Background: an optimization exercise with open tools, aiming at small area. Do not read the settings as production practice. In this exercise RTL edits were held to simulation tests only and were not proved equivalent to the original. No activity file was given, so power comes from the tool's default toggle rates.

File: flow/run.sh
#!/bin/bash
# Standard ORFS layout with three changes: ABC maps for area only, the port
# buffers are the smallest buffer cell, and clock tree synthesis clusters
# more sinks per buffer and adds no dummy loads. The make output goes to
# flow_make.log here; each ORFS step keeps its own log under orfs/logs/.
set -euo pipefail
export FLOW_WORK=$PWD
export FLOW_ABC_SCRIPT=$PWD/flow/abc_min_area.script
bash standard.sh \
	"SYNTH_SCRIPT=$PWD/flow/synth_min_area.tcl" \
	"BUFFER_PORTS_ARGS=-buffer_cell sky130_fd_sc_hd__buf_1" \
	"CTS_ARGS=-sink_clustering_enable -repair_clock_nets -dont_use_dummy_load -buf_list sky130_fd_sc_hd__clkbuf_8 -sink_clustering_size 16 -sink_clustering_max_diameter 50" \
	finish > flow_make.log 2>&1
File: flow/abc_min_area.script
strash
dch -f
amap
File: flow/synth_min_area.tcl
# The standard synthesis (synth_recipe.tcl in the work folder), except that
# ABC maps the logic with flow/abc_min_area.script, an area-only mapping.
proc abc {args} {
  set i [lsearch -exact $args -script]
  if { $i >= 0 } {
    lset args [expr { $i + 1 }] $::env(FLOW_ABC_SCRIPT)
  }
  yosys abc {*}$args
}
source $::env(FLOW_WORK)/synth_recipe.tcl
File: standard.sh
#!/bin/bash
# synth_recipe.tcl (not shown) runs the flow's synth.tcl, then flattens the netlist and writes it again
# the make line also repeats each setting of config.mk as NAME=value (left out here)
make -C /OpenROAD-flow-scripts/flow DESIGN_CONFIG=/design/flow/config.mk WORK_HOME=/design/flow/orfs CLKGATE_MAP_FILE= SYNTH_SCRIPT=/design/flow/synth_recipe.tcl "${@:-finish}"
File: config.mk
export PLATFORM = sky130hd
export DESIGN_NAME = conv_in_top
export DESIGN_NICKNAME = conv_in_top
export VERILOG_FILES = /design/flow/design.v
export SDC_FILE = /design/flow/constraint.sdc
export NUM_CORES = 4
export LEC_CHECK = 0
export CAP_MARGIN = 20
export CORE_MARGIN = 2
export CORE_UTILIZATION = 75
export SLEW_MARGIN = 20
File: constraint.sdc
create_clock -name core_clock -period 5.0 [get_ports {clk}]
set_input_delay 1.0000 -clock core_clock [delete_from_list [all_inputs] [get_ports {clk}]]
set_output_delay 1.0000 -clock core_clock [all_outputs]
set_load 0.01 [all_outputs]
File: design.v
`timescale 1ns/1ps
module conv_in_top (
	input  logic                        clk,
	input  logic                        rst_n,
	input  logic                        enable,
	input  logic [1:0]                  cmd,
	input  logic [32-1:0]  pixel_in,
	output logic [1:0]                  ack,
	output logic [8-1:0] rom_addr,
	output logic [(2 + 6 * 32)-1:0]        window
);
	localparam int PW = 32;
	localparam int NP = 3 * 8;
	localparam logic [1:0] M_IDLE = 2'd0;
	localparam logic [1:0] M_PRE = 2'd1;
	localparam logic [1:0] M_SHIFT = 2'd2;
	localparam logic [1:0] M_LOAD = 2'd3;
	logic [1:0] mode;
	logic [3:0] cnt;
	logic [2:0] row_ok;
	logic bias_q;
	logic [1:0] nrows;
	logic [NP*PW-1:0] pix;
	logic idle;
	logic fetch;
	logic rotate;
	logic [2:0] show;
	assign idle = (mode == M_IDLE);
	assign row_ok = {nrows != 2'd0, nrows[1], nrows == 2'd3};
	assign bias_q = (ack == 2'd2);
	assign fetch = (mode == M_PRE) || (mode == M_LOAD);
	assign rotate = (mode == M_SHIFT) && (cnt != 4'd0) && (cnt != 4'd9);
	always_ff @(posedge clk or negedge rst_n) begin
		if (!rst_n) begin
			mode <= M_IDLE;
			cnt <= '0;
			nrows <= '0;
			ack <= 2'd0;
			rom_addr <= '0;
		end else if (enable) begin
			ack <= 2'd0;
			cnt <= cnt + 4'd1;
			case (mode)
				M_IDLE: begin
					cnt <= '0;
					case (cmd)
						2'd1: begin
							mode <= M_PRE;
							rom_addr <= '0;
							nrows <= 2'd3;
						end
						2'd3: begin
							mode <= M_LOAD;
							if (nrows != 2'd3) nrows <= nrows + 2'd1;
						end
						2'd2: mode <= M_SHIFT;
						default: ;
					endcase
				end
				M_PRE: begin
					rom_addr <= rom_addr + 1'b1;
					if (rom_addr == 8'd23) begin
						mode <= M_IDLE;
						ack <= 2'd1;
					end
				end
				M_LOAD: begin
					rom_addr <= rom_addr + 1'b1;
					if (cnt == 4'd7) begin
						mode <= M_IDLE;
						ack <= 2'd3;
					end
				end
				default: begin
					if (cnt == 4'd9) begin
						mode <= M_IDLE;
						ack <= 2'd2;
					end
				end
			endcase
		end
	end
	always_ff @(posedge clk) begin
		if (enable) begin
			for (int i = 0; i < NP; i++) begin
				if (i % 8 != 8 - 1) begin
					if (fetch || rotate) pix[i*PW +: PW] <= pix[(i+1)*PW +: PW];
				end else if (fetch) begin
					if (i == NP - 1) pix[i*PW +: PW] <= pixel_in;
					else if (i == 2*8 - 1) pix[i*PW +: PW] <= ~pix[(i+1)*PW +: PW];
					else pix[i*PW +: PW] <= pix[(i+1)*PW +: PW];
				end else if (rotate) begin
					pix[i*PW +: PW] <= pix[(i-8+1)*PW +: PW];
				end
			end
		end
	end
	assign show[0] = (mode == M_SHIFT) && (cnt >= 4'd1) && (cnt <= 4'd3) && row_ok[0];
	assign show[1] = (mode == M_SHIFT) && (cnt >= 4'd4) && (cnt <= 4'd6) && row_ok[1];
	assign show[2] = (mode == M_SHIFT) && (cnt >= 4'd7) && (cnt <= 4'd9) && row_ok[2];
	assign window[(2 + 6 * 32)-1] = (mode == M_SHIFT) && (cnt != 4'd0);
	assign window[(2 + 6 * 32)-2] = bias_q;
	for (genvar j = 0; j < 6; j++) begin : g_lane
		assign window[j*PW +: PW] = ({PW{bias_q}} & 32'h3F800000)
			| ({PW{show[0]}} & ~pix[(0*8 + j)*PW +: PW])
			| ({PW{show[1]}} & ~pix[(1*8 + (j + 5) % 8)*PW +: PW])
			| ({PW{show[2]}} & pix[(2*8 + (j + 2) % 8)*PW +: PW]);
	end
endmodule
==> results.py <==
metrics = {
    "yosys": {
        "syn_inst": 1464,
        "ys_async_sr_fraction_pct": 2.29,
        "synth-xor-area-share_pct": 0,
        "yosys_warnings": 1,
        "ys_types": 30,
        "synth_fa_ha_area_share_pct": 0.273,
        "synth_top_family_by_area": "compound AO/OA/AOI/OAI gates",
        "syn_area_um2": 27500,
        "ys_seq_area_share_pct": 85.4,
        "synth_edf_count": 768,
        "yosys_register_bits": 786,
        "syn_area_per_cell_um2": 18.8,
        "synthFlopType": "edfxtp_1",
        "synth_compound_area_share_pct": 9.87,
        "synth.area.mux_share_pct": 0,
        "synthesis.nets": 1507,
        "synth-simple-area-share_pct": 3.80,
    },
    "job": {
        "max_cap_violations": 0,
    },
    "route": {
        "highest_layer": "met4",
        "viasPerCell": 6.78,
        "wl_met2_mm": 25.3,
        "met1_length_mm": 23.3,
        "drt.antenna.violating_nets": 0,
        "first_pass_iters": 6,
        "wirelength_mm": 55.9,
        "num_vias": 15258,
        "first_iter_violations": 1524,
        "wl_per_cell_um": 24.9,
        "wl_met3_mm": 5.93,
        "drc": 0,
    },
    "floorplanning": {
        "rows": 70,
        "io_pins": 241,
        "die-width_um": 196,
        "design.core.area_um2": 36300,
        "fp.dieH_um": 196,
        "dieArea_um2": 38200,
        "start_util_pct": 75.7,
    },
    "status": {
        "status": "timing/DRC/antenna clean",
    },
    "sta": {
        "slew_violations": 0,
        "period_needed_ns": 4.83,
        "tightest_slew_ns": 1.01,
        "skew_ns": 0.0466,
        "fin_crit_sh_pct": 96.7,
        "max_slew_margin_pct": 32.8,
        "fmax_mhz": 207,
        "rsz0062_at_grt": "no",
        "setup_viol": 0,
        "hold_viol": 0,
        "layout_setup_ws_ns": 0.167,
    },
    "clock_tree": {
        "clk_latency_ns": 0.68,
        "clkTransAtPathRegs_ns": 0.10,
        "cts_buffers": 58,
        "ctsHoldBuffers": 0,
        "cts.sinks": 786,
        "clk_path_buf_depth": 3,
        "htreeDepth": 2,
        "cts_setup_buffers": 0,
        "cts_tree": "yes",
        "cts-root-buf": "clkbuf_8",
        "ctsResizeCount": 0,
    },
    "setup_path": {
        "setup.worst_path.class": "flip-flop to output pin",
        "required_ns": 4.00,
        "path_cells": "clkinv_1, ha_1, clkinv_1, nor2_1, a2111o_2, buf_12, o221ai_1, buf_1",
        "crit_top_cell": "clkinv_1",
        "critPathSlowestCell": "a2111o_2",
        "cpLargestDelayFamily": "compound AO/OA/AOI/OAI gates",
        "critPathArrivalTime_ns": 3.83,
        "end_kind": "output pin",
        "critPathLaunchType": "flip-flop",
        "path_max_fanout": 159,
        "slowest_delay_ns": 0.79,
        "critPathBufInv": 4,
    },
    "global_routing": {
        "grt_overflow": 0,
        "antenna_found_initial": 0,
        "grt_usage_pct": 29.3,
        "grt_pass1_vias": 14625,
        "grt_max_degree": 160,
        "grt_pass1_wl_mm": 83.6,
    },
    "placement": {
        "dp_slack_ns": 1.11,
        "place_congestion": 0.862,
        "post-dp-hpwl_mm": 33.4,
        "placed_cell_area_um2": 29400,
        "port-buffer-count": 240,
        "placedCellCount": 2191,
    },
    "power": {
        "p_leak_nw": 9.32,
        "ir_drop_mv": 0.418,
        "power_mw": 16.3,
        "power_density_nw_per_um2": 541,
    },
    "final_layout": {
        "nNetsFinal": 1826,
        "postLayoutCellArea_um2": 30200,
        "syn2layout_area_growth_pct": 9.63,
        "layout_common_cells": "edfxtp_1, buf_1, nand2_1, o221ai_1, nor2_1",
        "drive_gt1_share_pct": 4.83,
        "antennaDiodeCount": 0,
        "mostFrequentLayoutCell": "edfxtp_1",
        "instances_no_fill": 2249,
        "post-route-util_pct": 83.0,
        "nFillCells": 1726,
    },
    "worst_hold_path": {
        "hp-class": "input pin to async pin",
    },
}
## synthesized netlist by cell type, types with 4 or more instances
| cell type | n | area share (%) |
|---|---|---|
| o211ai_1 | 44 | 1.2 |
| a21oi_1 | 83 | 1.5 |
| edfxtp_1 | 768 | 84 |
| a211oi_1 | 5 | 0.14 |
| clkinv_1 | 43 | 0.59 |
| dfrtp_1 | 18 | 1.6 |
| o22a_1 | 41 | 1.3 |
| nand3_1 | 4 | 0.073 |
| nor2_1 | 90 | 1.2 |
| o22ai_1 | 25 | 0.57 |
| o221ai_1 | 150 | 4.8 |
| nor3_1 | 6 | 0.11 |
| ha_1 | 6 | 0.27 |
| nand2_1 | 156 | 2.1 |
## sequential cells by signal (all words and copies together) (netlist names)
signal    flops
nrows         2
cnt           4
pix         768
rom_addr      8
mode          2
ack           2
## per-stage QoR
| stage | hold slack, ns | setup TNS [ns] |
|---|---|---|
| 6_report | 0.251 | 0 |
| 5_1_grt | 0.281 | 0 |
| 4_1_cts | 0.408 | 0 |
| 3_5_place_dp | 0.405 | 0 |
| 3_3_place_gp | 0.401 | 0 |
| 2_1_floorplan | 0.400 | -8764.82 |
## cell families (layout without fill, tap and decap cells)
| group | Yosys count | count (layout) |
|---|---|---|
| buf+inv | 44 | 361 |
| compound gates | 361 | 361 |
| fa+ha+maj | 6 | 6 |
| flops | 786 | 786 |
| simple gates | 267 | 267 |
## report_power, final
part           internal [mW]  switching, mW
Clock                   1.03           1.82
Sequential              9.71          0.910
Combinational          0.748           2.10
## per-layer routing
metal / track usage, % / up-vias
met5: 0 / -
met4: 8.82 / 0
met3: 6.84 / 94
met2: 42.6 / 880
met1: 45.7 / 7672
li1: - / 6612
## worst paths after layout
| path | startpoint | endpoint | slack (ns) | cells after the start |
|---|---|---|---|---|
| setup / recovery | cnt[0]$_DFFE_PN0P_ | window[37] | 0.17 | 8 |
| hold / removal | rst_n | mode[0]$_DFFE_PN0P_ | 0.25 | 1 |
| setup reg to reg | mode[0]$_DFFE_PN0P_ | pix[107]$_DFFE_PP_ | 1.97 | 6 |
| hold reg to reg | pix[372]$_DFFE_PP_ | pix[340]$_DFFE_PP_ | 0.41 | 0 |
| max in group asynchronous | rst_n | cnt[1]$_DFFE_PN0P_ | 4.40 | 1 |
| min in group core_clock | pix[372]$_DFFE_PP_ | pix[340]$_DFFE_PP_ | 0.41 | 0 |
## layout make-up
class	instances	area, µm²	area share (%)
well taps	468	586	1.94
clock buffers	58	798	2.65
multi-input cells	634	3890	12.9
repair buffers	260	1190	3.94
inverters	43	188	0.622
flip-flops and latches	786	23500	78.0

==> separate check: timing with driven ports <==
The flow's constraints put no driver on any port. The routed layout listed below was extracted and timed again, unchanged, in two steps.
Step 1 sets driving cells, clkbuf_16 on the clock port and buf_2 on the other inputs (assumed; they add their load-dependent delay and slew).
Step 2 moves the port delays by t, midway between the first and last clock arrival at a register: inputs arrive t later, outputs are due t later. That takes back most of the time a late clock gives input paths.
a / b / c = ideal / step 1 / step 2; a / b = the first two.
t, ns: 0.706
setup slack, ns: 0.167 / 0.116 / 0.822
worst hold slack (ns): 0.251 / 0.224 / 0.411
pins driven straight from the clock port: 1
After both steps setup and hold are still met in this run. For this run, drivers alone change the setup slack by -0.051 ns; drivers and shift together by +0.655 ns.
